From an optimization exercise on the open Yosys and OpenROAD flow, aimed at small area, a short achievable clock period and few clock cycles; shortcuts taken in it are not production practice.
Function was not checked in any run shown here: the RTL went through the layout flow alone.
Power and IR drop assume default switching activity.

## constraint.sdc

```tcl
create_clock -name core_clock -period 10.0 [get_ports {clk}]
set_input_delay 2.0000 -clock core_clock [delete_from_list [all_inputs] [get_ports {clk}]]
set_output_delay 2.0000 -clock core_clock [all_outputs]
set_load 0.01 [all_outputs]
```

## config.mk

```make
export PLATFORM = sky130hd
export DESIGN_NAME = rvCoreTop
export DESIGN_NICKNAME = rvCoreTop
export VERILOG_FILES = /design/flow/design.v
export SDC_FILE = /design/flow/constraint.sdc
export NUM_CORES = 4
export LEC_CHECK = 0
export CAP_MARGIN = 20
export CORE_MARGIN = 2
export CORE_UTILIZATION = 40
export CTS_CLUSTER_DIAMETER = 100
export CTS_CLUSTER_SIZE = 28
export PLACE_DENSITY = 0.6
export SLEW_MARGIN = 20
```

## flow/run.sh

```bash
#!/bin/bash
set -euo pipefail
bash standard.sh SETUP_SLACK_MARGIN=6.45 \
    'BUFFER_PORTS_ARGS=-buffer_cell sky130_fd_sc_hd__buf_2' finish > flow_standard.log 2>&1
```

## standard.sh

```bash
#!/bin/bash
# synth_recipe.tcl (not shown) runs the flow's synth.tcl, then flattens the netlist and writes it again
# the make line also repeats each setting of config.mk as NAME=value (left out here)
make -C /OpenROAD-flow-scripts/flow DESIGN_CONFIG=/design/flow/config.mk WORK_HOME=/design/flow/orfs CLKGATE_MAP_FILE= SYNTH_SCRIPT=/design/flow/synth_recipe.tcl "${@:-finish}"
```

## design.v

```verilog
`timescale 1ns/1ps
module rvCoreTop (
    input  logic        clk,
    input  logic        reset,
    output logic [31:0] paddr,
    output logic        psel,
    output logic        penable,
    output logic        pwrite,
    output logic [31:0] pwdata,
    output logic [3:0]  pstrb,
    input  logic [31:0] prdata,
    input  logic        pready
);
    localparam logic [6:0] OP_LUI    = 7'b0110111;
    localparam logic [6:0] OP_IMM    = 7'b0010011;
    localparam logic [6:0] OP_REG    = 7'b0110011;
    localparam logic [6:0] OP_LOAD   = 7'b0000011;
    localparam logic [6:0] OP_STORE  = 7'b0100011;
    localparam logic [6:0] OP_BRANCH = 7'b1100011;
    logic        pselQ, penQ, busData, kill;
    logic [31:2] paddrQ;
    logic        pwriteQ;
    logic [3:0]  pstrbQ;
    logic [31:2] fpc;
    logic        irAhead;
    logic        irV;
    logic [31:0] ir;
    logic xR2;      
    logic xAlu;     
    logic xBr;      
    logic xLd;      
    logic xSt;      
    logic xLwait;   
    logic xLw;      
    logic [31:0] opA, opB;
    logic [4:0]  xRd, xRs2;
    logic [6:0]  xImmHi;
    logic [2:0]  xF3;
    logic [4:0]  xSel;     
    logic        xInv, xBrF;
    logic [1:0]  xAhead;   
    logic [1:0]  xOff;
    logic [31:1] rSelQ;    
    logic        resetQ;   
    logic [31:0] regs [1:31];
    assign paddr   = {paddrQ, 2'b00};
    assign psel    = pselQ;
    assign penable = penQ;
    assign pwrite  = pwriteQ;
    assign pwdata  = opB;   
    assign pstrb   = pstrbQ;
    logic busFree, xferDone, landing, dataDone, fetchSetup;
    assign xferDone   = pselQ & penQ & pready;
    assign busFree    = ~pselQ | xferDone;
    assign landing    = xferDone & ~busData & ~kill;
    assign dataDone   = xferDone & busData;
    assign fetchSetup = pselQ & ~penQ & ~busData;
    logic [6:0] op;
    logic isLui, isOpi, isOp, isLd, isSt, isBr;
    logic [31:0] immI, immS, immU;
    assign op    = ir[6:0];
    assign isLui = op == OP_LUI;
    assign isOpi = op == OP_IMM;
    assign isOp  = op == OP_REG;
    assign isLd  = op == OP_LOAD;
    assign isSt  = op == OP_STORE;
    assign isBr  = op == OP_BRANCH;
    assign immI  = {{20{ir[31]}}, ir[31:20]};
    assign immS  = {{20{ir[31]}}, ir[31:25], ir[11:7]};
    assign immU  = {ir[31:12], 12'b0};
    logic [31:0] rData;
    always_comb begin
        rData = 32'd0;
        for (int r = 1; r < 32; r++) rData = rData | (regs[r] & {32{rSelQ[r]}});
    end
    logic [31:0] sum, aluOut;
    logic        lt, eq, taken;
    assign sum = opA + opB + {31'd0, xInv};   
    assign lt  = $signed(opA) < $signed(opB);
    assign eq  = opA == opB;
    always_comb begin
        aluOut = ({32{xSel[0]}} & sum) | {31'd0, xSel[1] & lt} | ({32{xSel[2]}} & (opA ^ opB)) |
                 ({32{xSel[3]}} & (opA | opB)) | ({32{xSel[4]}} & (opA & opB));
    end
    always_comb begin
        case ({xF3[2], xF3[0]})
            2'b00:   taken = eq;
            2'b01:   taken = ~eq;
            2'b10:   taken = lt;
            default: taken = ~lt;
        endcase
    end
    logic        redirect, redirQ;
    logic [11:0] brOff, adjQ;
    logic [31:2] target;
    assign redirect = redirQ;
    assign brOff  = {xImmHi[6], xImmHi[6], xRd[0], xImmHi[5:0], xRd[4:2]} - {10'd0, xAhead} - 12'd1;
    assign target = fpc + {{18{adjQ[11]}}, adjQ};
    logic [31:0] lane, ldVal;
    assign lane = opB >> {xOff, 3'b000};
    always_comb begin
        case (xF3[1:0])
            2'b00:   ldVal = {{24{lane[7] & ~xF3[2]}}, lane[7:0]};
            2'b01:   ldVal = {{16{lane[15] & ~xF3[2]}}, lane[15:0]};
            default: ldVal = lane;
        endcase
    end
    logic s1, s1Go, dataReq, dataGo, fetchGo, fetchOk, irVNext;
    logic xR2N, xAluN, xBrN, xLdN, xStN, xLwaitN, xLwN;
    assign s1      = irV & ~(xR2 | xLd | xSt | xLwait) & ~(pselQ & busData & pwriteQ);
    assign s1Go    = s1 & ~redirect;
    assign dataReq = (xLd | xSt) & ~redirect;
    assign dataGo  = busFree & dataReq;
    assign xR2N    = s1Go & (isOp | isBr);
    assign xAluN   = (s1Go & (isLui | isOpi)) | (xR2 & ~xBrF & ~redirect);
    assign xBrN    = xR2 & xBrF & ~redirect;
    assign xLdN    = (s1Go & isLd) | (xLd & ~busFree & ~redirect);
    assign xStN    = (s1Go & isSt) | (xSt & ~busFree & ~redirect);
    assign xLwaitN = (xLd & busFree & ~redirect) | (xLwait & ~dataDone);
    assign xLwN    = xLwait & dataDone;
    assign irVNext = (landing & ~redirect) | (irV & ~s1 & ~redirect);
    assign fetchOk = ~(s1 & (isLd | isSt) & landing);
    assign fetchGo = busFree & ~dataReq & fetchOk & ~xBr;
    always_ff @(posedge clk) begin
        if (reset) begin
            pselQ   <= 1'b0;
            penQ    <= 1'b0;
            busData <= 1'b0;
            kill    <= 1'b0;
            redirQ  <= 1'b0;
            fpc     <= '0;
            irV     <= 1'b0;
            xR2     <= 1'b0;
            xAlu    <= 1'b0;
            xBr     <= 1'b0;
            xLd     <= 1'b0;
            xSt     <= 1'b0;
            xLwait  <= 1'b0;
            xLw     <= 1'b0;
        end else begin
            if (busFree) begin
                pselQ   <= dataGo | fetchGo;
                penQ    <= 1'b0;
                busData <= dataGo;
            end else if (~penQ) begin
                penQ <= 1'b1;
            end
            kill <= pselQ & ~busData & ~xferDone & (kill | redirect);
            redirQ <= xBr & taken;
            if (redirect) fpc <= target;
            else if (fetchSetup) fpc <= paddrQ + 30'd1;
            irV    <= irVNext;
            xR2    <= xR2N;
            xAlu   <= xAluN;
            xBr    <= xBrN;
            xLd    <= xLdN;
            xSt    <= xStN;
            xLwait <= xLwaitN;
            xLw    <= xLwN;
        end
    end
    always_ff @(posedge clk) begin
        adjQ <= brOff - {11'd0, fetchSetup};
        if (landing) irAhead <= 1'b0;
        else if (fetchSetup) irAhead <= 1'b1;
        xAhead <= (s1 ? {1'b0, irAhead} : xAhead) + {1'b0, fetchSetup};
    end
    always_ff @(posedge clk) begin
        if (dataGo) begin
            paddrQ  <= sum[31:2];
            pwriteQ <= xSt;
            pstrbQ  <= xSt ?
                       4'((xF3[1] ? 4'b1111 : xF3[0] ? 4'b0011 : 4'b0001) << sum[1:0]) : 4'b0000;
        end else if (fetchGo) begin
            paddrQ  <= redirect ? target : fpc;
            pwriteQ <= 1'b0;
            pstrbQ  <= 4'b0000;
        end
    end
    always_ff @(posedge clk) begin
        if (landing) ir <= prdata;
    end
    logic [4:0] rIdxN;
    logic       rs2Next;
    assign rs2Next = (s1 & (isOp | isBr | isSt)) | xSt;
    assign rIdxN = rs2Next ? (s1 ? ir[24:20] : xRs2) : ir[19:15];
    always_ff @(posedge clk) begin
        for (int r = 1; r < 32; r++)
            rSelQ[r] <= (landing & ~rs2Next) ? (prdata[19:15] == 5'(r)) : (rIdxN == 5'(r));
    end
    logic [31:0] wData;   
    logic bypass;
    assign bypass = (xAlu | xLw) && (xRd != 5'd0) && (xRd == ir[19:15]);
    always_ff @(posedge clk) begin
        if (s1) begin
            opA    <= (isLui | bypass) ? (isLui ? 32'd0 : wData) : rData;
            xRd    <= ir[11:7];
            xRs2   <= ir[24:20];
            xImmHi <= ir[31:25];
            xF3    <= isLui ? 3'b000 : ir[14:12];
            xInv   <= isOp & (ir[14:12] == 3'b000) & ir[30];
            xBrF   <= isBr;
        end
        if (reset) xSel <= 5'b00000;
        else if (s1)
            xSel <= {5{isLui | isOpi | isOp}} & (isLui ? 5'b00001 :
                    (ir[14:12] == 3'b010) ? 5'b00010 : (ir[14:12] == 3'b100) ? 5'b00100 :
                    (ir[14:12] == 3'b110) ? 5'b01000 : (ir[14:12] == 3'b111) ? 5'b10000 : 5'b00001);
        if (xR2) opB <= rData ^ {32{xInv}};
        else if (xSt & busFree) opB <= rData << {sum[1:0], 3'b000};
        else if (s1) opB <= isSt ? immS : isLui ? immU : immI;
        else if (xLwait & dataDone) opB <= prdata;
        if (xLd & busFree) xOff <= sum[1:0];
    end
    logic        wEn;
    logic [31:0] wDataG;
    assign wEn    = ((xAlu & ~redirect) | xLw) & (xRd != 5'd0);
    assign wData  = aluOut | ({32{xLw}} & ldVal);
    assign wDataG = wData;
    always_ff @(posedge clk) begin
        resetQ <= reset;
        for (int r = 1; r < 32; r++) begin
            if (resetQ | (wEn & (xRd == 5'(r)))) regs[r] <= wDataG;
        end
    end
endmodule
```

==> metrics.md, run 1 <==
| Metric | Value |
|---|---|
| Status | `no timing/DRC/antenna violations` |
| Worst EP required | `10,500 ps` |
| Final WS setup | `6340 ps` |
| Clock sink count | `1,242` |
| Vias per cell | `6.40` |
| Final slew viol count | `0` |
| Dpl ws | `5440 ps` |
| Most used DFF post-synth | `edfxtp_1` |
| Switching share of power | `0.244` |
| Async set-reset flop share out of synthesis | `0` |
| Crit Path Class | `reg2reg` |
| Initial Util | `0.404` |
| CTS tree | `built` |
| Core Region | `0.132 mm²` |
| Total power | `9.55 mW` |
| R2r startpoint | `opB[0]` |
| 1st-iter DRT viols | `5,848` |
| Die width | `369 µm` |
| Die height | `369 µm` |
| Seq/Total Area, Yosys | `0.682` |
| Arr. time, crit path | `4160 ps` |
| Multi-input gate area | `0.0168 mm²` |
| Psw | `2.33 mW` |
| MaxCap Viol Count | `0` |
| Post-synth EDFFs | `1,142` |
| Die area | `0.136 mm²` |
| FF+latch area | `0.0363 mm²` |
| Synthesized cell area | `0.0532 mm²` |
| RePlAce Congestion | `0.915` |
| WHS | `460 ps` |
| Internal power | `7.22 mW` |
| DP HPWL | `102,000 µm` |
| Top Ports | `106` |
| Antenna Violating Nets Remaining | `0` |
| Filler cells | `11,800` |
| CP Max Fanout | `16` |
| Slew at the pin with the worst max-slew slack | `1350 ps` |
| Layout cells sized above 1 | `0.138` |
| Routed len/inst | `33.2 µm` |
| Clk root buf | `clkbuf_16` |
| Overflow after GRT | `0` |
| Synth warn | `2` |
| Clock buffer depth | `3` |
| Row count | `133` |
| Final Critical Period | `3660 ps` |
| Largest vdd supply drop | `0.125 mV` |
| Port Buf Inserts | `103` |
| Clock skew | `81.6 ps` |
| Fin area | `0.0593 mm²` |
| Comb pwr share | `0.090` |
| Synthesized flop and latch total | `1,242` |
| Hold Startpoint | `xRs2[0]` |
| Cell Count, Final, Fillers Out | `5,785` |
| Net count, final | `4,170` |
| Final setup viols | `0` |
| Vias in the first global route | `34,200` |
| Final hold vios | `0` |
| DR vias | `37,000` |
| Worst skew pair latency | `710 ps` |
| Total track usage | `0.272` |
| Relative max-transition margin | `0.0879` |
| Worst Hold Class | `reg2reg` |
| Distinct cells, synth | `82` |
| Routed WL | `192,000 µm` |
| Clock power share | `0.279` |
| Power Density | `161 mW/mm²` |
| First-pass DRT Iterations | `8` |
| Initial antenna violation count | `2` |
| Crit end category | `flop` |
| Largest area contributor in the netlist | `edfxtp_1` |
| Period utilization | `0.366` |
| Mean Syn Cell Area | `13.6 µm²` |
| Post-Place Cells | `5,631` |
| Reg power frac | `0.631` |
| Crit path launch type | `flop` |
| Fmax | `0.273 GHz` |
| RSZ-0062 raised after global routing | `yes` |
| Yosys top cell area share | `0.644` |
| Setup_tns | `0 ps` |
| Num CTS Buffers | `52` |
| H-tree depth | `2` |
| Pin count of the biggest net entering global routing | `67` |
| CP Launch Point | `opB[0]` |
| Clock-pin slew on the worst setup and hold paths | `110 ps` |
| Drt drc | `0` |
| Placed Area | `0.0563 mm²` |
| Cts hold-fix bufs | `0` |
| P&R area growth vs syn | `11.4%` |
| Synth area leaders | `edfxtp_1 (64%), a22oi_1 (5.1%), dfxtp_1 (3.8%), ha_1 (3.1%), nand2_1 (1.7%)` |
| Pleak | `21.2 nW` |
| Fin util | `0.450` |
| Global-route wire length before repair | `264,000 µm` |
| Mapped Cells | `3,907` |
[state kept, by name (all words and copies together), names as in the netlist, 2 cells and up]
signal  cells
xRs2        5
ir         32
adjQ       12
xImmHi      7
xSel        5
xF3         3
opB        32
xRd         5
fpc        30
pstrbQ      4
xOff        2
rSelQ      31
paddrQ     30
regs      992
xAhead      2
opA        32
[critical path: stages (launching register included)]
cell      delay [ps]
edfxtp_1         520
fa_2             450
inv_2             70
fa_2             200
nor2b_2           50
o31a_1           330
o21ba_4          270
or3_4            440
a31oi_2          530
a221o_4          440
nor2_1            80
nor3_1           130
[layout by cell type, fill, tap and decap left out, types with 60 or more instances in the layout]
cell and n:
edfxtp_1 1142, a22oi_1 361, nand2_1 241, nor2_1 237
a21oi_1 160, o21ai_0 139, buf_4 128, nand3_1 122
ha_1 122, inv_1 109, buf_2 102, dfxtp_1 66
xnor2_1 64, nand4_1 61, a221oi_1 60
[power by group through the flow]
stage	sequential (mW)	clock, mW	combinational, mW
floorplan	6.12	0	0.468
global placement	6.14	0	0.791
detailed placement	6.15	0	0.798
CTS	6.03	2.67	0.825
global route	6.05	2.82	0.915
finish	6.03	2.66	0.861
[cell usage after synthesis, types with 41 or more instances]
master / n
a21oi_1: 166
o21ai_0: 146
a22o_1: 56
edfxtp_1: 1142
dfxtp_1: 100
a22oi_1: 362
clkbuf_1: 185
nor2_1: 244
ha_1: 132
nand2_1: 248
mux2i_1: 43
xnor2_1: 68
a221oi_1: 61
inv_1: 112
xor2_1: 47
nand3_1: 127
nand4_1: 61
buf_1: 41
[worst paths after layout]
path | end | slack, ps | cells after the start
max | opA[12] | 6340 | 11
min | xRs2[0] | 460 | 2
max reg2reg | opA[12] | 6340 | 11
min reg2reg | xRs2[0] | 460 | 2
[final cells by class]
| type | count | area share |
|---|---|---|
| well taps | 1755 | 0.0370 |
| flip-flops and latches | 1242 | 0.613 |
| clock buffers | 76 | 0.0242 |
| repair buffers | 260 | 0.0337 |
| diodes | 1 | 0.0000422 |
| multi-input cells | 2329 | 0.283 |
| inverters | 114 | 0.00734 |
| clock inverters | 8 | 0.00245 |
[timing repair]
item	in CTS	in global routing
setup buffers	30	22
gates resized for setup	74	72
pin swaps	27	36
setup endpoints to repair	769	609
cloned	11	5
[cells by family (layout without fill, tap and decap cells)]
group,count (synthesis),in the layout,synth area share
AO/OA/AOI/OAI,1125,1136,0.151
multiplexers,65,65,0.0127
adder cells (fa/ha/maj),136,136,0.0325
XOR/XNOR,115,115,0.0189
flip-flops,1242,1242,0.682
AND/OR/NAND/NOR,874,875,0.0782
buffers and inverters,349,458,0.0249
other,1,3,0.0000704
[per-layer routing]
layer  GRT usage  up-vias  wire, µm
li1            -    15500         -
met5           0        -         0
met2       0.435     2322     88000
met3      0.0533      346     22700
met4      0.0924        0      7350
met1       0.372    18900     74200
==> run 2, diff against run 1 <==
--- a/design.v
+++ b/design.v
@@ -28,5 +28,4 @@
     logic xR2;      
     logic xAlu;     
-    logic xBr;      
     logic xLd;      
     logic xSt;      
@@ -77,6 +76,6 @@
     logic        lt, eq, taken;
     assign sum = opA + opB + {31'd0, xInv};   
-    assign lt  = $signed(opA) < $signed(opB);
-    assign eq  = opA == opB;
+    assign lt  = (opA[31] == opB[31]) ? opA[31] : sum[31];
+    assign eq  = opA == rData;
     always_comb begin
         aluOut = ({32{xSel[0]}} & sum) | {31'd0, xSel[1] & lt} | ({32{xSel[2]}} & (opA ^ opB)) |
@@ -87,6 +86,6 @@
             2'b00:   taken = eq;
             2'b01:   taken = ~eq;
-            2'b10:   taken = lt;
-            default: taken = ~lt;
+            2'b10:   taken = $signed(opA) < $signed(rData);
+            default: taken = ~($signed(opA) < $signed(rData));
         endcase
     end
@@ -107,5 +106,5 @@
     end
     logic s1, s1Go, dataReq, dataGo, fetchGo, fetchOk, irVNext;
-    logic xR2N, xAluN, xBrN, xLdN, xStN, xLwaitN, xLwN;
+    logic xR2N, xAluN, xLdN, xStN, xLwaitN, xLwN;
     assign s1      = irV & ~(xR2 | xLd | xSt | xLwait) & ~(pselQ & busData & pwriteQ);
     assign s1Go    = s1 & ~redirect;
@@ -114,5 +113,4 @@
     assign xR2N    = s1Go & (isOp | isBr);
     assign xAluN   = (s1Go & (isLui | isOpi)) | (xR2 & ~xBrF & ~redirect);
-    assign xBrN    = xR2 & xBrF & ~redirect;
     assign xLdN    = (s1Go & isLd) | (xLd & ~busFree & ~redirect);
     assign xStN    = (s1Go & isSt) | (xSt & ~busFree & ~redirect);
@@ -121,5 +119,5 @@
     assign irVNext = (landing & ~redirect) | (irV & ~s1 & ~redirect);
     assign fetchOk = ~(s1 & (isLd | isSt) & landing);
-    assign fetchGo = busFree & ~dataReq & fetchOk & ~xBr;
+    assign fetchGo = busFree & ~dataReq & fetchOk & ~(xR2 & xBrF);
     always_ff @(posedge clk) begin
         if (reset) begin
@@ -133,5 +131,4 @@
             xR2     <= 1'b0;
             xAlu    <= 1'b0;
-            xBr     <= 1'b0;
             xLd     <= 1'b0;
             xSt     <= 1'b0;
@@ -147,5 +144,5 @@
             end
             kill <= pselQ & ~busData & ~xferDone & (kill | redirect);
-            redirQ <= xBr & taken;
+            redirQ <= xR2 & xBrF & taken & ~redirect;
             if (redirect) fpc <= target;
             else if (fetchSetup) fpc <= paddrQ + 30'd1;
@@ -153,5 +150,4 @@
             xR2    <= xR2N;
             xAlu   <= xAluN;
-            xBr    <= xBrN;
             xLd    <= xLdN;
             xSt    <= xStN;
@@ -189,5 +185,4 @@
             rSelQ[r] <= (landing & ~rs2Next) ? (prdata[19:15] == 5'(r)) : (rIdxN == 5'(r));
     end
-    logic [31:0] wData;   
     logic bypass;
     assign bypass = (xAlu | xLw) && (xRd != 5'd0) && (xRd == ir[19:15]);
@@ -199,5 +194,6 @@
             xImmHi <= ir[31:25];
             xF3    <= isLui ? 3'b000 : ir[14:12];
-            xInv   <= isOp & (ir[14:12] == 3'b000) & ir[30];
+            xInv   <= (isOp & (ir[14:12] == 3'b000) & ir[30]) |
+                      ((isOp | isOpi) & (ir[14:12] == 3'b010));
             xBrF   <= isBr;
         end
@@ -209,10 +205,10 @@
         if (xR2) opB <= rData ^ {32{xInv}};
         else if (xSt & busFree) opB <= rData << {sum[1:0], 3'b000};
-        else if (s1) opB <= isSt ? immS : isLui ? immU : immI;
+        else if (s1) opB <= isSt ? immS : isLui ? immU : immI ^ {32{isOpi & (ir[14:12] == 3'b010)}};
         else if (xLwait & dataDone) opB <= prdata;
         if (xLd & busFree) xOff <= sum[1:0];
     end
     logic        wEn;
-    logic [31:0] wDataG;
+    logic [31:0] wData, wDataG;
     assign wEn    = ((xAlu & ~redirect) | xLw) & (xRd != 5'd0);
     assign wData  = aluOut | ({32{xLw}} & ldVal);
==> flow/run.sh (replaced) <==
#!/bin/bash
set -euo pipefail
bash standard.sh SETUP_SLACK_MARGIN=6.2 \
    'BUFFER_PORTS_ARGS=-buffer_cell sky130_fd_sc_hd__buf_2' finish > flow_standard.log 2>&1
--- a/config.mk
+++ b/config.mk
@@ -10,5 +10,5 @@
 export CORE_UTILIZATION = 40
 export CTS_CLUSTER_DIAMETER = 100
-export CTS_CLUSTER_SIZE = 28
+export CTS_CLUSTER_SIZE = 24
 export PLACE_DENSITY = 0.6
 export SLEW_MARGIN = 20
==> run 2 against run 1 <==
Compared with the run above: highest routed layer unchanged; critical path type unchanged; sequential power about the same; non-clock buffer count up 85; combinational power up 2.9%; critical endpoint is now regs[12][20]; synthesized area down 0.21%; power up 1.7%.
==> metrics.md, run 2 <==
| Metric | Value |
|---|---|
| Status | `no timing/DRC/antenna violations` |
| Crit path largest cell delay | `490 ps` |
| Clock sink count | `1,241` |
| Vias per cell | `6.41` |
| Overflow after GRT | `0` |
| Clock power share | `0.288` |
| Worst EP required | `10,430 ps` |
| Crit end category | `flop` |
| Worst skew pair latency | `730 ps` |
| Largest area contributor in the netlist | `edfxtp_1` |
| Pin count of the biggest net entering global routing | `71` |
| Relative max-transition margin | `0.163` |
| Routed len/inst | `33.7 µm` |
| WHS | `459 ps` |
| CP top delay family | `compound AO/OA/AOI/OAI gates` |
| Clock-pin slew on the worst setup and hold paths | `100 ps` |
| Layout cells sized above 1 | `0.153` |
| Most used DFF post-synth | `edfxtp_1` |
| Async set-reset flop share out of synthesis | `0` |
| CP bufs+invs | `4` |
| Final slew viol count | `0` |
| Dpl ws | `5120 ps` |
| R2R setup slack | `6220 ps` |
| Largest register FFs | `992` |
| Filler cells | `11,600` |
| Leading cell type in the layout, fill and taps excluded | `edfxtp_1` |
| Largest Register | `regs` |
| Final WS setup | `6220 ps` |
| Synth area leaders | `edfxtp_1 (65%), a22oi_1 (4.6%), dfxtp_1 (3.7%), ha_1 (3.1%), nand2_1 (2.0%)` |
| Routed WL | `196,000 µm` |
| Die area | `0.136 mm²` |
| RePlAce Congestion | `0.901` |
| Seq/Total Area, Yosys | `0.683` |
| Row count | `133` |
| Distinct cells, synth | `86` |
| Clk root buf | `clkbuf_16` |
| Initial antenna violation count | `5` |
| Commonest non-fill, non-tap cells in the layout | `edfxtp_1 (1,142), a22oi_1 (327), nand2_1 (282), nor2_1 (195), buf_4 (171)` |
| Clock buffer depth | `3` |
| Reg power frac | `0.621` |
| Top Ports | `106` |
| Net count, final | `4,214` |
| Synth warn | `2` |
| MaxCap Viol Count | `0` |
| Antenna Violating Nets Remaining | `0` |
| Worst path cell trace | `buf_12, fa_2, inv_1, fa_2, nor2b_2, o31ai_4, o2bb2ai_4, a211oi_4, buf_4, or3_1, a21oi_4, xnor2_4, a221o_4, buf_12` |
| Post-synth EDFFs | `1,142` |
| Drt drc | `0` |
| CP max-delay cell | `a221o_4` |
| DP HPWL | `109,000 µm` |
| RSZ-0062 raised after global routing | `yes` |
| Core Region | `0.132 mm²` |
| R2r startpoint | `xInv` |
| Reg2reg path depth | `14` |
| R2r endpoint | `regs[12][20]` |
| Num CTS Buffers | `59` |
| Final setup viols | `0` |
| Psw | `2.39 mW` |
| DR vias | `37,400` |
| Arr. time, crit path | `4210 ps` |
| Initial Util | `0.404` |
| 1st-iter DRT viols | `5,927` |
| Synthesized cell area | `0.0531 mm²` |
| Crit path launch type | `flop` |
| CTS tree | `built` |
| Mapped Cells | `3,858` |
| Cell with the most instances after synthesis | `edfxtp_1` |
| Total power | `9.71 mW` |
| Yosys top cell area share | `0.645` |
| Largest vdd supply drop | `0.169 mV` |
| P&R area growth vs syn | `13.5%` |
| Vias in the first global route | `34,100` |
| Hold Crit Depth | `2` |
| Global-route wire length before repair | `263,000 µm` |
| Final hold vios | `0` |
| Hold Startpoint | `xRs2[4]` |
| Internal power | `7.32 mW` |
| Final Critical Period | `3780 ps` |
| Hold Crit Endpoint | `xRs2[4]` |
| Synth top cells by count | `edfxtp_1 (1,142), a22oi_1 (327), nand2_1 (283), nor2_1 (195), clkbuf_1 (182)` |
| Die height | `368 µm` |
| Slew at the pin with the worst max-slew slack | `1240 ps` |
| Period utilization | `0.378` |
| Switching share of power | `0.246` |
| CP Max Fanout | `15` |
| Total track usage | `0.270` |
| H-tree depth | `2` |
| Port Buf Inserts | `103` |
| Die width | `368 µm` |
| Worst Hold Class | `reg2reg` |
| Synthesized flop and latch total | `1,241` |
| First-pass DRT Iterations | `6` |
| Fmax | `0.264 GHz` |
| Power Density | `161 mW/mm²` |
| Cts hold-fix bufs | `0` |
| Mean Syn Cell Area | `13.8 µm²` |
| Clock skew | `64.2 ps` |
| Comb pwr share | `0.091` |
| Pleak | `21.8 nW` |
| Setup_tns | `0 ps` |
| Crit Path Class | `reg2reg` |
run 2: cell count changes after synthesis, sizes merged, moves of 11 or more:
cell / before / now
o21ai: 148 / 98
nor2: 244 / 195
a221oi: 62 / 99
a22oi: 362 / 327
nand2: 248 / 283
inv: 112 / 136
mux2: 22 / 3
o211ai: 29 / 48
a31oi: 34 / 18
o31ai: 5 / 21
xor2: 47 / 61
a21oi: 167 / 155
a22o: 56 / 67
a311oi: 2 / 13
run 2: timing repair:
action	CTS	global route
gates resized for setup	116	139
endpoints found under the hold margin	0	0
setup endpoints to repair	517	317
setup buffers	20	106
pin swaps	17	56
cloned	4	15
run 2: area by class of cell:
| type | instances | area, µm² | share of cell area |
|---|---|---|---|
| clock inverter | 8 | 128 | 0.00212 |
| timing repair inverter | 1 | 7.51 | 0.000124 |
| inverter | 137 | 529 | 0.00877 |
| antenna | 2 | 5.00 | 0.0000830 |
| clock buffer | 90 | 1590 | 0.0264 |
| tap | 1755 | 2200 | 0.0364 |
| multi-input combinational | 2258 | 16300 | 0.270 |
| timing repair buffer | 345 | 3170 | 0.0526 |
| sequential | 1241 | 36400 | 0.603 |
run 2: power by group through the flow:
stage	registers [mW]	logic, mW	clock network (mW)
global placement	6.14	0.805	0
detailed placement	6.15	0.811	0
finish	6.03	0.886	2.80
floorplan	6.11	0.481	0
global route	6.05	0.941	2.97
CTS	6.03	0.833	2.80
run 2: logic make-up after synthesis:
group | synth area share
compound gates | 0.154
xor+xnor | 0.0206
fa+ha+maj | 0.0328
buf+inv | 0.0262
flops | 0.683
mux | 0.00911
other cells | 0.0000706
simple gates | 0.0742
run 2: per-layer routing:
metal	wire (µm)	global-route usage	vias up
li1	-	-	15600
met1	74200	0.364	19000
met2	90900	0.443	2427
met3	22700	0.0454	385
met4	8770	0.0918	0
met5	0	0	-
run 2: how the worst max path moves through the flow:
stage	cells past startpoint	start	to
after CTS	13	xInv	opA[28]
after detailed placement	7	pready	opB[23]
final	14	xInv	regs[12][20]
after global placement	7	pready	opB[19]
after floorplan	8	pready	rSelQ[6]
after global routing	14	rSelQ[7]	redirQ
run 2: per-stage QoR:
step / area [µm²] / cells / util
after global routing: 60300 / 5835 / 0.458
after detailed placement: 56100 / 5592 / 0.426
final: 60300 / 5837 / 0.458
after global placement: 56100 / 5592 / 0.426
after floorplan: 53100 / 3859 / -
after CTS: 58500 / 5714 / 0.444
run 2: worst min-delay path, stage by stage, from the launching register on:
cell	delay, ps
dfxtp_1	310
nand2_1	40
nand2_1	60
==> run 3, diff against run 2 <==
--- a/design.v
+++ b/design.v
@@ -163,13 +163,9 @@
     end
     always_ff @(posedge clk) begin
-        if (dataGo) begin
-            paddrQ  <= sum[31:2];
-            pwriteQ <= xSt;
-            pstrbQ  <= xSt ?
+        if (dataGo | fetchGo) begin
+            paddrQ  <= dataReq ? sum[31:2] : redirect ? target : fpc;
+            pwriteQ <= dataReq & xSt;
+            pstrbQ  <= (dataReq & xSt) ?
                        4'((xF3[1] ? 4'b1111 : xF3[0] ? 4'b0011 : 4'b0001) << sum[1:0]) : 4'b0000;
-        end else if (fetchGo) begin
-            paddrQ  <= redirect ? target : fpc;
-            pwriteQ <= 1'b0;
-            pstrbQ  <= 4'b0000;
         end
     end
@@ -187,6 +183,15 @@
     logic bypass;
     assign bypass = (xAlu | xLw) && (xRd != 5'd0) && (xRd == ir[19:15]);
-    always_ff @(posedge clk) begin
-        if (s1) begin
+    logic xLoad;
+    assign xLoad = ~(xR2 | xLd | xSt | xLwait);
+    logic [31:0] opBNext;
+    logic        opBEn;
+    assign opBNext = xR2 ? rData ^ {32{xInv}} :
+                     xSt ? rData << {sum[1:0], 3'b000} :
+                     xLwait ? prdata :
+                     isSt ? immS : isLui ? immU : immI ^ {32{isOpi & (ir[14:12] == 3'b010)}};
+    assign opBEn = xR2 | s1 | (xSt & busFree) | (xLwait & dataDone);
+    always_ff @(posedge clk) begin
+        if (xLoad) begin
             opA    <= (isLui | bypass) ? (isLui ? 32'd0 : wData) : rData;
             xRd    <= ir[11:7];
@@ -203,8 +208,5 @@
                     (ir[14:12] == 3'b010) ? 5'b00010 : (ir[14:12] == 3'b100) ? 5'b00100 :
                     (ir[14:12] == 3'b110) ? 5'b01000 : (ir[14:12] == 3'b111) ? 5'b10000 : 5'b00001);
-        if (xR2) opB <= rData ^ {32{xInv}};
-        else if (xSt & busFree) opB <= rData << {sum[1:0], 3'b000};
-        else if (s1) opB <= isSt ? immS : isLui ? immU : immI ^ {32{isOpi & (ir[14:12] == 3'b010)}};
-        else if (xLwait & dataDone) opB <= prdata;
+        if (opBEn) opB <= opBNext;
         if (xLd & busFree) xOff <= sum[1:0];
     end
==> run 3 against run 2 <==
Compared with the run above: combinational power is 28% higher; power up 3.1%; core utilization shrank 0.77 points; cell area shrank 1.6%; critical path type unchanged; critical endpoint is now redirQ; largest cell class unchanged; largest power group unchanged.
==> metrics.md, run 3 <==
| Metric | Value |
|---|---|
| Status | `no timing/DRC/antenna violations` |
| Power Density | `169 mW/mm²` |
| Clock sink count | `1,241` |
| Cts hold-fix bufs | `0` |
| Routed WL | `195,000 µm` |
| Num CTS Buffers | `59` |
| Net count, final | `4,125` |
| Final setup viols | `0` |
| Crit end category | `flop` |
| Period utilization | `0.382` |
| Largest register FFs | `992` |
| RePlAce Congestion | `0.921` |
| Clock-pin slew on the worst setup and hold paths | `110 ps` |
| Largest Register | `regs` |
| Commonest non-fill, non-tap cells in the layout | `edfxtp_1 (1,147), a22oi_1 (338), nand2_1 (240), nor2_1 (199), a21oi_1 (165)` |
| MaxCap Viol Count | `0` |
| Crit Path Class | `reg2reg` |
| Cell with the most instances after synthesis | `edfxtp_1` |
| Antenna Violating Nets Remaining | `0` |
| Seq/Total Area, Yosys | `0.682` |
| Final Critical Period | `3820 ps` |
| Vias in the first global route | `34,300` |
| Overflow after GRT | `0` |
| Cell Count, Final, Fillers Out | `5,744` |
| Die width | `369 µm` |
| Clk root buf | `clkbuf_16` |
| Post-Place Cells | `5,597` |
| Most used DFF post-synth | `edfxtp_1` |
| Top Ports | `106` |
| Synth area leaders | `edfxtp_1 (65%), a22oi_1 (4.8%), dfxtp_1 (3.5%), ha_1 (3.1%), nand2_1 (1.7%)` |
| DR vias | `37,200` |
| Row count | `133` |
| Synth warn | `2` |
| Total track usage | `0.271` |
| Yosys top cell area share | `0.647` |
| Initial Util | `0.404` |
| Worst path cell trace | `buf_12, a22o_1, a221oi_1, nand3_1, or4_4, inv_1, ha_1, nand3_2, nor3_4, o2111a_1, o31ai_2, a31oi_2, a2111oi_4, a311oi_2, xor2_1, nor3_1` |
| First-pass DRT Iterations | `8` |
| H-tree depth | `2` |
| CP Max Fanout | `32` |
| 1st-iter DRT viols | `5,860` |
| Pleak | `21.1 nW` |
| Final hold vios | `0` |
| Mapped Cells | `3,858` |
| Die area | `0.136 mm²` |
| Largest area contributor in the netlist | `edfxtp_1` |
| RSZ-0062 raised after global routing | `yes` |
| Setup_tns | `0 ps` |
| Relative max-transition margin | `0.0424` |
| Arr. time, crit path | `4440 ps` |
| Post-synth EDFFs | `1,147` |
| Leading cell type in the layout, fill and taps excluded | `edfxtp_1` |
| Drt drc | `0` |
| Worst skew pair latency | `750 ps` |
| Clock skew | `61.4 ps` |
| Synth top cells by count | `edfxtp_1 (1,147), a22oi_1 (339), nand2_1 (246), nor2_1 (201)` |
| Synthesized cell area | `0.0532 mm²` |
| Distinct cells, synth | `97` |
| Crit path largest cell delay | `630 ps` |
| Core Region | `0.132 mm²` |
| Final slew viol count | `0` |
| Mean Syn Cell Area | `13.8 µm²` |
| Fin util | `0.451` |
| Vias per cell | `6.47` |
| DP HPWL | `108,000 µm` |
| Global-route wire length before repair | `262,000 µm` |
| Worst Hold Class | `reg2reg` |
| P&R area growth vs syn | `11.5%` |
| Port Buf Inserts | `103` |
| CP max-delay cell | `or4_4` |
| Die height | `369 µm` |
| Fmax | `0.262 GHz` |
| Synthesized flop and latch total | `1,241` |
| Pin count of the biggest net entering global routing | `65` |
| Crit path launch type | `flop` |
| Routed len/inst | `33.9 µm` |
| Slew at the pin with the worst max-slew slack | `1420 ps` |
| CTS tree | `built` |
| Layout cells sized above 1 | `0.135` |
| Worst EP required | `10,610 ps` |
| Async set-reset flop share out of synthesis | `0` |
| Initial antenna violation count | `8` |
| Clock buffer depth | `3` |
| Largest vdd supply drop | `0.175 mV` |
## run 3: cell types whose count changed after synthesis, moves of 19 or more
cell     change
nand2_1     -37
xnor2_1     +22
o21ai_1     +20
mux2i_1     +19
## run 3: through the flow
step	area (µm²)	hold slack [ps]	total power, mW	setup slack [ps]
global route	59400	481	10.3	6000
detailed placement	56300	448	7.22	5420
CTS	58600	471	9.92	6200
floorplan	53400	426	6.77	6040
finish	59400	473	10.0	6180
global placement	56200	436	7.20	5550
## run 3: worst max-delay path: cells and delay by family, from the launching register on
kind / cells / cell delay, ps
xor+xnor: 1 / 120
compound gates: 7 / 1450
buf+inv: 2 / 290
flops: 1 / 340
simple gates: 5 / 1330
fa+ha+maj: 1 / 150
## run 3: path summary, 6_finish.rpt
kind / startpoint / to / slack, ps / cells after the start
min: ir[8] / xRd[1] / 470 / 0
max: rSelQ[8] / redirQ / 6180 / 16
min reg2reg: ir[8] / xRd[1] / 470 / 0
max reg2reg: rSelQ[8] / redirQ / 6180 / 16
## run 3: cells by family (layout without fill, tap and decap cells)
family	after synthesis	count (layout)	synth area share
flops	1241	1241	0.682
compound gates	1133	1138	0.154
simple gates	791	793	0.0708
buf+inv	357	479	0.0264
fa+ha+maj	137	137	0.0327
xor+xnor	132	132	0.0217
mux	66	66	0.0125
other cells	1	3	0.0000704
## run 3: layer usage
| metal | track usage | up-vias | part of all wire |
|---|---|---|---|
| met4 | 0.106 | 4 | 0.044 |
| li1 | - | 15400 | - |
| met1 | 0.365 | 18900 | 0.38 |
| met3 | 0.0441 | 414 | 0.12 |
| met2 | 0.438 | 2472 | 0.46 |
| met5 | 0 | - | 0.00018 |
## run 3: area by class of cell
| class | instances | area [µm²] |
|---|---|---|
| Clock inverter | 9 | 146 |
| Tap cell | 1755 | 2200 |
| Antenna cell | 1 | 2.50 |
| Timing Repair Buffer | 253 | 2070 |
| Inverter | 131 | 497 |
| Fill cell | 11700 | 72400 |
| Sequential cell | 1241 | 36400 |
| Clock buffer | 86 | 1580 |
| Multi-Input combinational cell | 2268 | 16500 |
## run 3: timing repair
item | 4_1_cts | 5_1_grt
buffers inserted | 14 | 27
pin swaps | 11 | 42
gates cloned | 0 | 10
setup endpoints to repair | 526 | 329
resized for setup | 113 | 90
## run 3: report_power, final
part | internal [mW] | switching, mW
Clock | 1.12 | 1.68
Combinational | 0.361 | 0.768
Sequential | 5.95 | 0.131
==> run 4, diff against run 3 <==
--- a/design.v
+++ b/design.v
@@ -96,4 +96,6 @@
     assign brOff  = {xImmHi[6], xImmHi[6], xRd[0], xImmHi[5:0], xRd[4:2]} - {10'd0, xAhead} - 12'd1;
     assign target = fpc + {{18{adjQ[11]}}, adjQ};
+    logic [1:0] stOff;
+    assign stOff = opA[1:0] + opB[1:0];
     logic [31:0] lane, ldVal;
     assign lane = opB >> {xOff, 3'b000};
@@ -167,5 +169,5 @@
             pwriteQ <= dataReq & xSt;
             pstrbQ  <= (dataReq & xSt) ?
-                       4'((xF3[1] ? 4'b1111 : xF3[0] ? 4'b0011 : 4'b0001) << sum[1:0]) : 4'b0000;
+                       4'((xF3[1] ? 4'b1111 : xF3[0] ? 4'b0011 : 4'b0001) << stOff) : 4'b0000;
         end
     end
@@ -181,12 +183,16 @@
             rSelQ[r] <= (landing & ~rs2Next) ? (prdata[19:15] == 5'(r)) : (rIdxN == 5'(r));
     end
-    logic bypass;
-    assign bypass = (xAlu | xLw) && (xRd != 5'd0) && (xRd == ir[19:15]);
     logic xLoad;
     assign xLoad = ~(xR2 | xLd | xSt | xLwait);
+    logic bypass, bypassQ;
+    logic [4:0] xRdN, irRs1N;
+    assign xRdN   = xLoad ? ir[11:7] : xRd;
+    assign irRs1N = landing ? prdata[19:15] : ir[19:15];
+    always_ff @(posedge clk) bypassQ <= (xRdN != 5'd0) && (xRdN == irRs1N);
+    assign bypass = (xAlu | xLw) & bypassQ;
     logic [31:0] opBNext;
     logic        opBEn;
     assign opBNext = xR2 ? rData ^ {32{xInv}} :
-                     xSt ? rData << {sum[1:0], 3'b000} :
+                     xSt ? rData << {stOff, 3'b000} :
                      xLwait ? prdata :
                      isSt ? immS : isLui ? immU : immI ^ {32{isOpi & (ir[14:12] == 3'b010)}};
--- a/config.mk
+++ b/config.mk
@@ -9,6 +9,6 @@
 export CORE_MARGIN = 2
 export CORE_UTILIZATION = 40
-export CTS_CLUSTER_DIAMETER = 100
-export CTS_CLUSTER_SIZE = 24
+export CTS_CLUSTER_DIAMETER = 110
+export CTS_CLUSTER_SIZE = 27
 export PLACE_DENSITY = 0.6
 export SLEW_MARGIN = 20
==> run 4 against run 3 <==
Compared with the run above: global-route usage is 0.39 points lower; synthesized cell count is 0.29% higher; clock power is 5% lower; via count is 1.7% lower; first-iteration DRC count is 2.3% lower.
==> metrics.md, run 4 <==
| Metric | Value |
|---|---|
| Crit Path Class | `reg2reg` |
| Clock sink count | `1,242` |
| Status | `no timing/DRC/antenna violations` |
| Internal power | `7.32 mW` |
| RePlAce Congestion | `0.917` |
| CP bufs+invs | `5` |
| Top Ports | `106` |
| Filler cells | `11,700` |
| Hold Crit Depth | `2` |
| MaxCap Viol Count | `0` |
| Total track usage | `0.267` |
| Die area | `0.136 mm²` |
| Mean Syn Cell Area | `13.7 µm²` |
| Row count | `133` |
| Clock-pin slew on the worst setup and hold paths | `120 ps` |
| Clock skew | `33.1 ps` |
| 1st-iter DRT viols | `5,726` |
| Slew at the pin with the worst max-slew slack | `1080 ps` |
| RSZ-0062 raised after global routing | `yes` |
| Seq/Total Area, Yosys | `0.683` |
| Final slew viol count | `0` |
| Met1 WL | `73,900 µm` |
| Async set-reset flop share out of synthesis | `0` |
| WHS | `482 ps` |
| Synthesized flop and latch total | `1,242` |
| CP top delay family | `compound AO/OA/AOI/OAI gates` |
| Final setup viols | `0` |
| Synth area leaders | `edfxtp_1 (65%), a22oi_1 (4.1%), dfxtp_1 (3.8%), ha_1 (3.1%), nand2_1 (1.7%)` |
| Port Buf Inserts | `103` |
| Mapped Cells | `3,869` |
| Fin area | `0.0593 mm²` |
| Worst EP required | `10,550 ps` |
| Worst path cell trace | `buf_12, fa_2, inv_1, fa_1, nor2b_1, o31a_1, o311ai_2, and3_4, buf_4, o31ai_4, a31oi_1, xnor2_1, nand2_1, nand3_1, buf_6, buf_6` |
| Routed len/inst | `32.8 µm` |
| Yosys top cell area share | `0.645` |
| Post-synth EDFFs | `1,142` |
| Post-Place Cells | `5,622` |
| Setup_tns | `0 ps` |
| Placed Area | `0.0563 mm²` |
| Arr. time, crit path | `4420 ps` |
| DR vias | `36,600` |
| Worst skew pair latency | `710 ps` |
| Clock buffer depth | `3` |
| Layout cells sized above 1 | `0.132` |
| Final Critical Period | `3860 ps` |
| First-pass DRT Iterations | `6` |
| P&R area growth vs syn | `11.5%` |
| WL met3 | `19,800 µm` |
| Most Frequent Cell on Critical Path | `buf_6` |
| Vias in the first global route | `34,000` |
| Antenna Violating Nets Remaining | `0` |
| Cell with the most instances after synthesis | `edfxtp_1` |
| Synth warn | `2` |
| Met2 WL | `88,000 µm` |
| Crit path launch type | `flop` |
| Clock power share | `0.273` |
| Power Density | `165 mW/mm²` |
| Comb pwr share | `0.106` |
| Switching share of power | `0.252` |
| Cell Count, Final, Fillers Out | `5,762` |
| Cts hold-fix bufs | `0` |
| Net count, final | `4,145` |
| Fmax | `0.259 GHz` |
| Core Region | `0.132 mm²` |
| Crit end category | `flop` |
| DP HPWL | `108,000 µm` |
| Commonest non-fill, non-tap cells in the layout | `edfxtp_1 (1,142), a22oi_1 (290), nand2_1 (239), nor2_1 (173), a21oi_1 (168)` |
| Leading cell type in the layout, fill and taps excluded | `edfxtp_1` |
| Worst Hold Class | `reg2reg` |
| Period utilization | `0.386` |
| Dpl ws | `4890 ps` |
| Most used DFF post-synth | `edfxtp_1` |
| Largest area contributor in the netlist | `edfxtp_1` |
| Reg2reg path depth | `16` |
| Global-route wire length before repair | `260,000 µm` |
| CP max-delay cell | `edfxtp_1` |
| Largest vdd supply drop | `0.138 mV` |
| Psw | `2.46 mW` |
| Synthesized cell area | `0.0532 mm²` |
| Vias per cell | `6.34` |
| Num CTS Buffers | `53` |
| Overflow after GRT | `0` |
| Initial antenna violation count | `1` |
| Die height | `369 µm` |
| Final hold vios | `0` |
| Final WS setup | `6140 ps` |
| Synth top cells by count | `edfxtp_1 (1,142), a22oi_1 (293), nand2_1 (242), nor2_1 (176), a21oi_1 (174)` |
| Pleak | `21.1 nW` |
| Max layer used | `met4` |
| Clk root buf | `clkbuf_16` |
| Distinct cells, synth | `84` |
| CTS tree | `built` |
| Largest Register | `regs` |
| CP Max Fanout | `18` |
| H-tree depth | `2` |
| Crit path largest cell delay | `430 ps` |
| Largest register FFs | `992` |
| Initial Util | `0.404` |
| Drt drc | `0` |
| Die width | `369 µm` |
| Stages on the worst setup path | `16` |
| Total power | `9.78 mW` |
| Relative max-transition margin | `0.275` |
| Pin count of the biggest net entering global routing | `62` |
| Fin util | `0.450` |
| Reg power frac | `0.621` |
| Routed WL | `189,000 µm` |
[run 4: cells by family after synthesis]
logic type / count (synthesis) / synth area share
buf+inv: 362 / 0.0261
compound gates: 1139 / 0.152
flops: 1242 / 0.683
xor+xnor: 132 / 0.0221
mux: 74 / 0.0141
other cells: 1 / 0.0000705
simple gates: 783 / 0.0705
fa+ha+maj: 136 / 0.0326
[run 4: cell type report]
class,count,area (µm²),share of cell area
antenna,3,7.51,0.000127
clock buffer,77,1440,0.0243
clock inverter,8,103,0.00173
inverter,137,524,0.00885
multi-input combinational,2267,16400,0.276
sequential,1242,36400,0.614
tap,1755,2200,0.0370
timing repair buffer,271,2250,0.0380
timing repair inverter,2,15.0,0.000253
[run 4: metal layers]
layer  vias to the layer above  GRT usage
li1                      15400          -
met2                      2236      0.432
met5                         -          0
met1                     18600      0.366
met3                       338     0.0396
met4                         0     0.0958
[run 4: worst min-delay path, stage by stage, from the launching register on]
cell     delay [ps]
dfxtp_1         340
nor2_1           50
nor2_1           70
[run 4: timing repair]
action / 4_1_cts / 5_1_grt
resized for setup: 128 / 104
pin swaps: 15 / 31
setup buffers: 13 / 32
endpoints found under the setup margin: 642 / 332
gates cloned: 2 / 5
[run 4: worst paths after layout]
path	start	endpoint	slack (ps)
max	xInv	regs[25][24]	6140
min	irAhead	irAhead	480
max reg2reg	xInv	regs[25][24]	6140
min reg2reg	irAhead	irAhead	480
[run 4: power by group through the flow]
| stage | logic (mW) | clock network, mW | registers (mW) |
|---|---|---|---|
| global placement | 0.941 | 0 | 6.18 |
| finish | 1.04 | 2.67 | 6.08 |
| detailed placement | 0.949 | 0 | 6.20 |
| floorplan | 0.568 | 0 | 6.16 |
| CTS | 0.979 | 2.68 | 6.07 |
| global route | 1.10 | 2.85 | 6.10 |
==> run 5, diff against run 4 <==
==> flow/run.sh (replaced) <==
#!/bin/bash
set -euo pipefail
bash standard.sh SETUP_SLACK_MARGIN=6.5 \
    'BUFFER_PORTS_ARGS=-buffer_cell sky130_fd_sc_hd__buf_2' finish > flow_standard.log 2>&1
==> run 5 against run 4 <==
Compared with the run above: flip-flop and latch count unchanged; global-route usage grew 2.2 points; synthesized area did not move; sequential share of layout area shrank 3.3 points; largest cell class unchanged; die area is the same; cell area rose by 5.9%; clock skew rose by 23 ps; register-to-register slack gained 220 ps; critical endpoint is now redirQ; critical path type unchanged; wire length up 9.2%; still clean on timing, DRC and antenna; non-clock buffer count is 204 higher; first-iteration DRC count is 17% higher; synthesized cell count unchanged.
==> metrics.md, run 5 <==
| Metric | Value |
|---|---|
| Status | `no timing/DRC/antenna violations` |
| Crit Path Class | `reg2reg` |
| Largest register FFs | `992` |
| Clock-pin slew on the worst setup and hold paths | `110 ps` |
| Slew at the pin with the worst max-slew slack | `1210 ps` |
| Vias in the first global route | `35,800` |
| Reg power frac | `0.616` |
| Period utilization | `0.365` |
| Largest vdd supply drop | `0.132 mV` |
| Commonest non-fill, non-tap cells in the layout | `edfxtp_1 (1,142), a22oi_1 (287), buf_4 (250), nand2_1 (236), nor2_1 (168)` |
| Synth area leaders | `edfxtp_1 (65%), a22oi_1 (4.1%), dfxtp_1 (3.8%), ha_1 (3.1%), nand2_1 (1.7%)` |
| Routed len/inst | `34.5 µm` |
| Seq/Total Area, Yosys | `0.683` |
| CTS tree | `built` |
| Final slew viol count | `0` |
| Cts hold-fix bufs | `0` |
| Crit path launch type | `flop` |
| Comb pwr share | `0.120` |
| Filler cells | `11,400` |
| Clock buffer depth | `3` |
| Setup_tns | `0 ps` |
| RePlAce Congestion | `0.936` |
| Internal power | `7.37 mW` |
| Synthesized cell area | `0.0532 mm²` |
| Die area | `0.136 mm²` |
| DR vias | `38,900` |
| P&R area growth vs syn | `18.0%` |
| Met1 Use GR | `0.378` |
| Mean Syn Cell Area | `13.7 µm²` |
| Final setup viols | `0` |
| Synth warn | `2` |
| DP HPWL | `110,000 µm` |
| H-tree depth | `2` |
| Die height | `369 µm` |
| Initial antenna violation count | `7` |
| Cell with the most instances after synthesis | `edfxtp_1` |
| Post-synth EDFFs | `1,142` |
| Fmax | `0.274 GHz` |
| Clk root buf | `clkbuf_16` |
| Final WS setup | `6350 ps` |
| Crit end category | `flop` |
| Gr busiest metal | `met2` |
| Vias per cell | `6.52` |
| Total track usage | `0.289` |
| Largest area contributor in the netlist | `edfxtp_1` |
| Num CTS Buffers | `52` |
| Async set-reset flop share out of synthesis | `0` |
| Routed WL | `206,000 µm` |
| Met3 Track Usage GR | `0.0564` |
| Total power | `9.88 mW` |
| Synth top cells by count | `edfxtp_1 (1,142), a22oi_1 (293), nand2_1 (242), nor2_1 (176), a21oi_1 (174)` |
| Psw | `2.51 mW` |
| First-pass DRT Iterations | `8` |
| Antenna Violating Nets Remaining | `0` |
| Distinct cells, synth | `84` |
| Arr. time, crit path | `4250 ps` |
| Dpl ws | `4960 ps` |
| Leading cell type in the layout, fill and taps excluded | `edfxtp_1` |
| Met2 usage | `0.465` |
| Drt drc | `0` |
| Power Density | `157 mW/mm²` |
| Die width | `369 µm` |
| Largest Register | `regs` |
| Overflow after GRT | `0` |
| Worst EP required | `10,600 ps` |
| Synthesized flop and latch total | `1,242` |
| Global-route wire length before repair | `278,000 µm` |
| Worst skew pair latency | `730 ps` |
| Core Region | `0.132 mm²` |
| Pleak | `22.7 nW` |
| WHS | `485 ps` |
| Multi-input gate area | `0.0172 mm²` |
| FF+latch area | `0.0364 mm²` |
| Yosys top cell area share | `0.645` |
| Worst Hold Class | `reg2reg` |
| Net count, final | `4,357` |
| RSZ-0062 raised after global routing | `yes` |
| Port Buf Inserts | `103` |
| Initial Util | `0.404` |
| 1st-iter DRT viols | `6,683` |
| Layout cells sized above 1 | `0.200` |
| Mapped Cells | `3,869` |
| CP Max Fanout | `7` |
| Row count | `133` |
| Switching share of power | `0.254` |
| Relative max-transition margin | `0.185` |
| Most used DFF post-synth | `edfxtp_1` |
| Final Critical Period | `3650 ps` |
| Clock skew | `56.5 ps` |
| Top Ports | `106` |
| Final hold vios | `0` |
| MaxCap Viol Count | `0` |
| Clock power share | `0.264` |
| Clock sink count | `1,242` |
| Pin count of the biggest net entering global routing | `62` |
## run 5: cell counts after synthesis
Identical to the previous run, type by type.
## run 5: stage by stage
step	std cells	area, µm²	util
5_1_grt	5972	62700	0.477
6_report	5975	62800	0.477
4_1_cts	5902	61300	0.466
2_1_floorplan	3870	53300	-
3_3_place_gp	5621	56300	0.428
3_5_place_dp	5621	56300	0.428
## run 5: power by group through the flow
stage | sequential (mW) | clock (mW) | combinational, mW
2_1_floorplan | 6.16 | 0 | 0.572
3_3_place_gp | 6.20 | 0 | 0.940
3_5_place_dp | 6.20 | 0 | 0.948
4_1_cts | 6.07 | 2.62 | 1.07
5_1_grt | 6.10 | 2.79 | 1.25
6_report | 6.08 | 2.61 | 1.19
## run 5: layout make-up
class	count	area share
Timing Repair inverter	2	0.000239
Antenna cell	4	0.000160
Sequential cell	1242	0.580
Clock buffer	78	0.0226
Inverter	137	0.00847
Multi-Input combinational cell	2276	0.274
Tap cell	1755	0.0350
Timing Repair Buffer	475	0.0774
Clock inverter	6	0.00154
## run 5: logic make-up (layout without fill, tap and decap cells)
| group | Yosys count | after routing | synth area share |
|---|---|---|---|
| fa+ha+maj | 136 | 136 | 0.0326 |
| simple gates | 783 | 787 | 0.0705 |
| mux | 74 | 74 | 0.0141 |
| buf+inv | 362 | 698 | 0.0261 |
| compound gates | 1139 | 1145 | 0.152 |
| other cells | 1 | 6 | 0.0000705 |
| flops | 1242 | 1242 | 0.683 |
| xor+xnor | 132 | 132 | 0.0221 |
## run 5: path summary, 6_finish.rpt
check                  from  depth (start not counted)  slack, ps       to
hold reg to reg     irAhead                          2        490  irAhead
setup reg to reg  rSelQ[19]                         15       6350   redirQ
hold / removal      irAhead                          2        490  irAhead
setup / recovery  rSelQ[19]                         15       6350   redirQ
## run 5: routing by layer
layer  wire [µm]  part of all wire
met5          39           0.00019
met2       94500              0.46
met4       11200             0.054
met1       75600              0.37
met3       24900              0.12
## run 5: worst max-delay path: stages, from the launching register on
cell	delay, ps
dfxtp_4	390
buf_16	150
buf_12	150
a22o_1	210
a221oi_1	230
nand4_1	370
nor3_4	370
ha_1	290
nor2b_1	140
o21ai_1	120
a21oi_1	80
o21a_2	250
a2111oi_4	290
mux2i_1	270
a21oi_2	90
mux2i_1	130
## run 5: what timing repair did
action | CTS | global route
resized for setup | 319 | 143
setup buffers | 171 | 57
pin swaps | 83 | 76
setup endpoints to repair | 811 | 503
gates cloned | 26 | 12
==> run 6, diff against run 5 <==
--- a/design.v
+++ b/design.v
@@ -75,7 +75,46 @@
     logic [31:0] sum, aluOut;
     logic        lt, eq, taken;
-    assign sum = opA + opB + {31'd0, xInv};   
+    logic [31:0] pg [0:5];
+    logic [31:0] pp [0:5];
+    always_comb begin
+        pg[0] = opA & opB;
+        pp[0] = opA ^ opB;
+        pg[0][0] = pg[0][0] | (pp[0][0] & xInv);
+        for (int l = 0; l < 5; l++) begin
+            for (int i = 0; i < 32; i++) begin
+                if (((i >> l) & 1) == 1) begin
+                    pg[l+1][i] = pg[l][i] | (pp[l][i] & pg[l][((i >> l) << l) - 1]);
+                    pp[l+1][i] = pp[l][i] & pp[l][((i >> l) << l) - 1];
+                end else begin
+                    pg[l+1][i] = pg[l][i];
+                    pp[l+1][i] = pp[l][i];
+                end
+            end
+        end
+        sum[0] = pp[0][0] ^ xInv;
+        for (int i = 1; i < 32; i++) sum[i] = pp[0][i] ^ pg[5][i-1];
+    end
     assign lt  = (opA[31] == opB[31]) ? opA[31] : sum[31];
     assign eq  = opA == rData;
+    logic [31:0] cl [0:5];
+    logic [31:0] ce [0:5];
+    logic        brLt;
+    always_comb begin
+        cl[0] = ~opA & rData;
+        ce[0] = ~(opA ^ rData);
+        cl[0][31] = opA[31] & ~rData[31];
+        for (int l = 0; l < 5; l++) begin
+            for (int i = 0; i < 32; i++) begin
+                if ((i % (2 << l)) == 0) begin
+                    cl[l+1][i] = cl[l][i + (1 << l)] | (ce[l][i + (1 << l)] & cl[l][i]);
+                    ce[l+1][i] = ce[l][i + (1 << l)] & ce[l][i];
+                end else begin
+                    cl[l+1][i] = 1'b0;
+                    ce[l+1][i] = 1'b0;
+                end
+            end
+        end
+        brLt = cl[5][0];
+    end
     always_comb begin
         aluOut = ({32{xSel[0]}} & sum) | {31'd0, xSel[1] & lt} | ({32{xSel[2]}} & (opA ^ opB)) |
@@ -86,6 +125,6 @@
             2'b00:   taken = eq;
             2'b01:   taken = ~eq;
-            2'b10:   taken = $signed(opA) < $signed(rData);
-            default: taken = ~($signed(opA) < $signed(rData));
+            2'b10:   taken = brLt;
+            default: taken = ~brLt;
         endcase
     end
==> flow/run.sh (replaced) <==
#!/bin/bash
set -euo pipefail
bash standard.sh SETUP_SLACK_MARGIN=6.2 \
    'BUFFER_PORTS_ARGS=-buffer_cell sky130_fd_sc_hd__buf_2' finish > flow_standard.log 2>&1
--- a/config.mk
+++ b/config.mk
@@ -9,6 +9,6 @@
 export CORE_MARGIN = 2
 export CORE_UTILIZATION = 40
-export CTS_CLUSTER_DIAMETER = 110
-export CTS_CLUSTER_SIZE = 27
+export CTS_CLUSTER_DIAMETER = 100
+export CTS_CLUSTER_SIZE = 25
 export PLACE_DENSITY = 0.6
 export SLEW_MARGIN = 20
==> run 6 against run 5 <==
Compared with the run above: critical path type unchanged; global-route usage is 0.95 points lower; flip-flop and latch count stayed put; hold slack worse by 4.6 ps.
==> metrics.md, run 6 <==
| Metric | Value |
|---|---|
| Status | `no timing/DRC/antenna violations` |
| Die area | `0.135 mm²` |
| Overflow after GRT | `0` |
| Post-Place Cells | `5,526` |
| RePlAce Congestion | `0.864` |
| CP bufs+invs | `3` |
| Distinct cells, synth | `81` |
| Synth area leaders | `edfxtp_1 (65%), a22oi_1 (4.8%), dfxtp_1 (3.8%), ha_1 (3.1%), nand2_1 (1.8%)` |
| Clk root buf | `clkbuf_16` |
| Worst EP required | `10,630 ps` |
| CP Max Fanout | `7` |
| Worst Hold Class | `reg2reg` |
| Placed Area | `0.0559 mm²` |
| Synth warn | `6` |
| Fmax | `0.259 GHz` |
| Antenna Violating Nets Remaining | `0` |
| Arr. time, crit path | `4490 ps` |
| Filler cells | `11,600` |
| Layout cells sized above 1 | `0.147` |
| Initial Util | `0.403` |
| Crit path largest cell delay | `840 ps` |
| Leading cell type in the layout, fill and taps excluded | `edfxtp_1` |
| Mean Syn Cell Area | `13.9 µm²` |
| H-tree depth | `2` |
| Fin area | `0.0597 mm²` |
| R2R setup slack | `6140 ps` |
| Seq/Total Area, Yosys | `0.686` |
| Vias per cell | `6.43` |
| CP max-delay cell | `or4_1` |
| CP top delay family | `simple AND/OR/NAND/NOR gates` |
| Vias in the first global route | `34,300` |
| Slew at the pin with the worst max-slew slack | `1160 ps` |
| Initial antenna violation count | `6` |
| RSZ-0062 raised after global routing | `yes` |
| P&R area growth vs syn | `12.8%` |
| Crit path launch type | `flop` |
| Total track usage | `0.279` |
| Relative max-transition margin | `0.224` |
| Commonest non-fill, non-tap cells in the layout | `edfxtp_1 (1,142), a22oi_1 (334), nand2_1 (251), nor2_1 (180), nand3_1 (166)` |
| Synthesized cell area | `0.0529 mm²` |
| MaxCap Viol Count | `0` |
| Die width | `368 µm` |
| Clock sink count | `1,242` |
| WHS | `481 ps` |
| Net count, final | `4,101` |
| Routed WL | `194,000 µm` |
| Top Ports | `106` |
| Yosys top cell area share | `0.648` |
| Cell with the most instances after synthesis | `edfxtp_1` |
| Power Density | `165 mW/mm²` |
| Pleak | `21.7 nW` |
| Final Critical Period | `3860 ps` |
| Clock buffer depth | `3` |
| Core Region | `0.131 mm²` |
| DR vias | `36,700` |
| First-pass DRT Iterations | `8` |
| FF+latch area | `0.0364 mm²` |
| Routed len/inst | `33.9 µm` |
| Num CTS Buffers | `56` |
| Mapped Cells | `3,801` |
| Fin util | `0.455` |
| Cts hold-fix bufs | `0` |
| Largest Register | `regs` |
| Multi-input gate area | `0.0163 mm²` |
| DP HPWL | `106,000 µm` |
| Most used DFF post-synth | `edfxtp_1` |
| Largest register FFs | `992` |
| Row count | `133` |
| Largest area contributor in the netlist | `edfxtp_1` |
| Port Buf Inserts | `103` |
| Cell Count, Final, Fillers Out | `5,709` |
| Synthesized flop and latch total | `1,242` |
| Crit end category | `flop` |
| Post-synth EDFFs | `1,142` |
| Setup_tns | `0 ps` |
| Pin count of the biggest net entering global routing | `68` |
| Final slew viol count | `0` |
| CTS tree | `built` |
| 1st-iter DRT viols | `6,299` |
| Clock-pin slew on the worst setup and hold paths | `110 ps` |
| Period utilization | `0.386` |
| Worst path cell trace | `buf_12, buf_4, buf_4, a22o_1, a221oi_1, nand3_1, or4_1, ha_1, nand2_1, nor3_1, a31oi_1, nor3_2, a22oi_1, nand3_1` |
| Clock skew | `65.2 ps` |
| Largest vdd supply drop | `0.162 mV` |
| Crit Path Class | `reg2reg` |
| Async set-reset flop share out of synthesis | `0` |
| Worst skew pair latency | `740 ps` |
| Die height | `368 µm` |
| Drt drc | `0` |
| Final hold vios | `0` |
| Global-route wire length before repair | `268,000 µm` |
| Final setup viols | `0` |
| Synth top cells by count | `edfxtp_1 (1,142), a22oi_1 (337), nand2_1 (255), clkbuf_1 (208), nor2_1 (184)` |
-- run 6: changes by cell type after synthesis, moves of 29 or more --
| cell | before | now |
|---|---|---|
| a21oi_1 | 174 | 145 |
| a22oi_1 | 293 | 337 |
| clkbuf_1 | 173 | 208 |
| nand3_1 | 117 | 168 |
| o21ai_0 | 141 | 102 |
| xnor2_1 | 77 | 42 |
-- run 6: per-layer routing --
layer | share of wire | routed length (µm) | vias to the layer above | GRT usage
met5 | 0.00041 | 80 | - | 0.00178
met4 | 0.049 | 9430 | 6 | 0.121
met3 | 0.12 | 23400 | 452 | 0.0481
met2 | 0.45 | 87100 | 2557 | 0.435
met1 | 0.38 | 73500 | 18500 | 0.384
li1 | - | - | 15100 | -
-- run 6: cells by family after synthesis --
group,after synthesis,share of synthesized area
AOI/OAI and AO/OA,1030,0.142
adders and majority gates,140,0.0343
DFF,1242,0.686
other,1,0.0000709
and+or+nand+nor,835,0.0751
xor gates and xnor gates,120,0.0199
buffers and inverters,355,0.0255
muxes,78,0.0167
-- run 6: worst reg2reg max path, stage by stage (launching register included) --
cell	delay, ps
dfxtp_4	360
buf_12	140
buf_4	170
buf_4	190
a22o_1	230
a221oi_1	200
nand3_1	130
or4_1	840
ha_1	500
nand2_1	60
nor3_1	330
a31oi_1	210
nor3_2	200
a22oi_1	120
nand3_1	100
-- run 6: stage by stage --
step / setup slack, ps / power [mW]
after detailed placement: 4840 / 7.11
final: 6140 / 9.82
after global placement: 4900 / 7.09
after CTS: 6180 / 9.78
after global routing: 6050 / 10.1
after floorplan: 5760 / 6.71
-- run 6: area by class of cell --
cell class | instances | area share
Sequential cell | 1242 | 0.610
Tap cell | 1755 | 0.0368
Timing Repair Buffer | 298 | 0.0461
Multi-Input combinational cell | 2212 | 0.273
Antenna cell | 1 | 0.0000419
Clock buffer | 78 | 0.0254
Inverter | 115 | 0.00730
Timing Repair inverter | 1 | 0.000126
Clock inverter | 7 | 0.00182
-- run 6: worst paths after layout --
| kind | startpoint | to | depth (start not counted) |
|---|---|---|---|
| worst min-delay path | irAhead | irAhead | 2 |
| worst max register to register | rSelQ[22] | redirQ | 14 |
| worst min register to register | irAhead | irAhead | 2 |
| worst max-delay path | rSelQ[22] | redirQ | 14 |
-- run 6: timing repair --
item,CTS,global route
endpoints found under the setup margin,589,339
buffers inserted,66,14
pin swaps,32,31
cloned,15,1
resized for setup,173,61
-- run 6: power by group --
group	internal [mW]	switching (mW)
Clock	1.08	1.64
Combinational	0.344	0.698
Sequential	5.95	0.118
Total	7.37	2.46

-- what the ideal ports hide --
No port has a modelled driver above. Below, the same layouts with a new extraction and two added sets of constraints.
Step 1 (the two cells are an assumption about what drives the block):
set clk [get_ports {clk}]
set_driving_cell -lib_cell sky130_fd_sc_hd__clkbuf_16 $clk
set_driving_cell -lib_cell sky130_fd_sc_hd__buf_2 [delete_from_list [all_inputs] $clk]
Step 2 moves the port delays by t, midway between the first and last clock arrival at a register: inputs arrive t later, outputs are due t later. That takes back most of the time a late clock gives input paths.
Slacks: ideal ports / drivers / drivers and shift; pairs: ideal ports / drivers.
run | t, ns | slack for setup (ns) | cell pins on the clock port's net
run 1 | 0.748 | 6.338 / 6.336 / 5.884 | 1
run 2 | 0.774 | 6.217 / 6.197 / 5.548 | 1
run 3 | 0.800 | 6.177 / 6.177 / 5.659 | 1
run 4 | 0.770 | 6.136 / 6.136 / 5.614 | 1
run 5 | 0.778 | 6.353 / 6.344 / 5.958 | 1
run 6 | 0.783 | 6.140 / 6.140 / 5.635 | 1
After both steps setup and hold are still met in every run listed. The setup slack of run 2, which loses most, moves by -0.020 ns with the drivers and by -0.669 ns with both steps.
